This is an optimization exercise on Yosys and OpenROAD, whose aim is small area, not a production implementation.
Function was checked by simulation only, so behaviour that the tests miss may differ from the original.
Power figures rest on the tool's default switching activity, not on a simulated workload.

// run
module run #(
  parameter int unsigned DATA_W = run_pkg::DATA_W,
  parameter int unsigned ADDR_W = run_pkg::ADDR_W
) (
  input  logic              clk,
  input  logic              rst_n,
  input  logic [ADDR_W-1:0] read_reg_1,
  input  logic [ADDR_W-1:0] read_reg_2,
  input  logic [ADDR_W-1:0] write_reg,
  input  logic              reg_write,
  input  logic [DATA_W-1:0] write_data,
  output logic [DATA_W-1:0] read_data_1,
  output logic [DATA_W-1:0] read_data_2,
  input  logic [ADDR_W-1:0] dbg_sel,
  output logic [DATA_W-1:0] register_files,
  output logic [DATA_W-1:0] memory
);
  localparam int unsigned NumRegs = 2 ** ADDR_W;
  logic [NumRegs-1:0][DATA_W-1:0] data_q;
  logic [NumRegs-1:0]             valid_q;
  logic [DATA_W-1:0]              memory_q;
  logic                           write_en;
  assign write_en = reg_write && (write_reg != '0);
  always_ff @(posedge clk) begin
    for (int i = 1; i < NumRegs; i++) begin
      if (write_en && write_reg == i) data_q[i] <= write_data;
    end
  end
  always_ff @(posedge clk or negedge rst_n) begin
    if (!rst_n) begin
      valid_q <= '0;
    end else if (write_en) begin
      valid_q[write_reg] <= 1'b1;
    end
  end
  always_ff @(posedge clk or negedge rst_n) begin
    if (!rst_n) begin
      memory_q <= '0;
    end else if (write_en) begin
      memory_q <= write_data;
    end
  end
  logic [NumRegs-1:1] sel_1, sel_2, sel_d;
  always_comb begin
    for (int i = 1; i < NumRegs; i++) begin
      sel_1[i] = (read_reg_1 == i) & valid_q[i];
      sel_2[i] = (read_reg_2 == i) & valid_q[i];
  ...
For scale: ~2800 cells after synthesis, roughly 1100 flip-flops, about 180 I/O pins, roughly 0.046 mm² of cells after synthesis.
export LEC_CHECK = 0
export CAP_MARGIN = 10
export CORE_MARGIN = 2
export CORE_UTILIZATION = 40
export CTS_CLUSTER_DIAMETER = 80
export CTS_CLUSTER_SIZE = 25
export PLACE_DENSITY = 0.5
export SLEW_MARGIN = 10
export SYNTH_HIERARCHICAL = 1
export SYNTH_MINIMUM_KEEP_SIZE = 0
create_clock -name core_clock -period 8.0 [get_ports {clk}]
standard.sh (not shown) runs the stock make flow with config.mk's settings and CLKGATE_MAP_FILE= SYNTH_SCRIPT=/design/flow/synth_recipe.tcl, a recipe that flattens the netlist after the stock synthesis.
==> flow/flow/run.sh <==
#!/bin/bash
# Standard ORFS layout (the standard.sh, standard synthesis unchanged), with two
# placement/CTS options: the port buffers use the smallest buffer cell instead of the
# default delay buffer, and CTS does not add dummy loads to balance the clock tree.
# Each tool's output goes to ORFS's own per-step logs under orfs/logs; make's output
# goes to standard.log.
set -euo pipefail
export BUFFER_PORTS_ARGS="-buffer_cell sky130_fd_sc_hd__buf_1"
export CTS_ARGS="-sink_clustering_enable -repair_clock_nets -sink_clustering_size 25 -sink_clustering_max_diameter 80 -dont_use_dummy_load"
bash standard.sh finish > standard.log 2>&1
The starting point finished clean.
Change:
==> flow/run.sh (new file) <==
#!/bin/bash
# synth_recipe.tcl (not shown) runs the flow's synth.tcl, then flattens the netlist and writes it again
# the make line also repeats each setting of config.mk as NAME=value (left out here)
make -C /OpenROAD-flow-scripts/flow DESIGN_CONFIG=/design/flow/config.mk WORK_HOME=/design/flow/orfs CLKGATE_MAP_FILE= SYNTH_SCRIPT=/design/flow/synth_recipe.tcl finish
Settings changed: CAP_MARGIN 10 to 20, CORE_UTILIZATION 40 to 30, CTS_CLUSTER_DIAMETER 80 to unset, CTS_CLUSTER_SIZE 25 to unset, PLACE_DENSITY 0.5 to 0.38, SLEW_MARGIN 10 to 20.
removed: flow/flow/run.sh
removed: flow/standard.sh
Effect: Via count grows by 5.0%; worst setup slack loses 0.54 ns; routed wire length grows by 19%; count of clock-buffer cells in the layout grows by 111; sequential power barely changes.
Change:
==> flow/flow/run.sh (new file) <==
#!/bin/bash
# Standard ORFS layout (the standard.sh, standard synthesis unchanged), with two
# placement/CTS options: the port buffers use the smallest buffer cell instead of the
# default delay buffer, and CTS does not add dummy loads to balance the clock tree.
# Each tool's output goes to ORFS's own per-step logs under orfs/logs; make's output
# goes to standard.log.
set -euo pipefail
export BUFFER_PORTS_ARGS="-buffer_cell sky130_fd_sc_hd__buf_1"
export CTS_ARGS="-sink_clustering_enable -repair_clock_nets -sink_clustering_size 20 -sink_clustering_max_diameter 80 -dont_use_dummy_load"
bash standard.sh finish > standard.log 2>&1
==> flow/standard.sh (new file) <==
#!/bin/bash
# synth_recipe.tcl (not shown) runs the flow's synth.tcl, then flattens the netlist and writes it again
# the make line also repeats each setting of config.mk as NAME=value (left out here)
make -C /OpenROAD-flow-scripts/flow DESIGN_CONFIG=/design/flow/config.mk WORK_HOME=/design/flow/orfs CLKGATE_MAP_FILE= SYNTH_SCRIPT=/design/flow/synth_recipe.tcl "${@:-finish}"
Settings changed: CAP_MARGIN 20 to 10, CORE_UTILIZATION 30 to 40, CTS_CLUSTER_DIAMETER set to 80, CTS_CLUSTER_SIZE set to 20, PLACE_DENSITY 0.38 to 0.5, SLEW_MARGIN 20 to 10.
removed: flow/run.sh
After rerunning: Cell count goes down by about a fifth; combinational power decreases by about a fifth; synthesized area is unchanged; wire length is lower by about a fifth; via count shrinks by a few percent; global-route usage goes up by 4.0 points; die area drops by a quarter to a third.

## port drivers added, routing unchanged
How much do the figures lean on ideal ports? The routed layouts below were timed once more, with nothing changed but the port constraints. Step 1 assumes that a clkbuf_16 drives the clock port and a buf_2 every other input. Step 2, shift: input delay + t, output delay - t, t = (earliest + latest rising clock arrival at the registers) / 2. This alone moves slack from input paths to output paths. Three values: no drivers, after step 1, after step 2; two values: the first two.
run | t, ns | setup WS [ns] | worst setup path at the end | latest minus earliest clock arrival (ns)
the first run | 0.764 | 1.497 / 1.466 / 1.466 | input to output | 0.089 / 0.089
the second run | 0.830 | 0.961 / 0.874 / 0.874 | input to output | 0.026 / 0.026
the third run | 0.782 | 1.541 / 1.509 / 1.509 | input to output | 0.068 / 0.068
After both steps setup and hold are still met in every run listed. The setup slack of the second run, which loses most, moves by -0.087 ns with the drivers and by -0.087 ns with both steps.
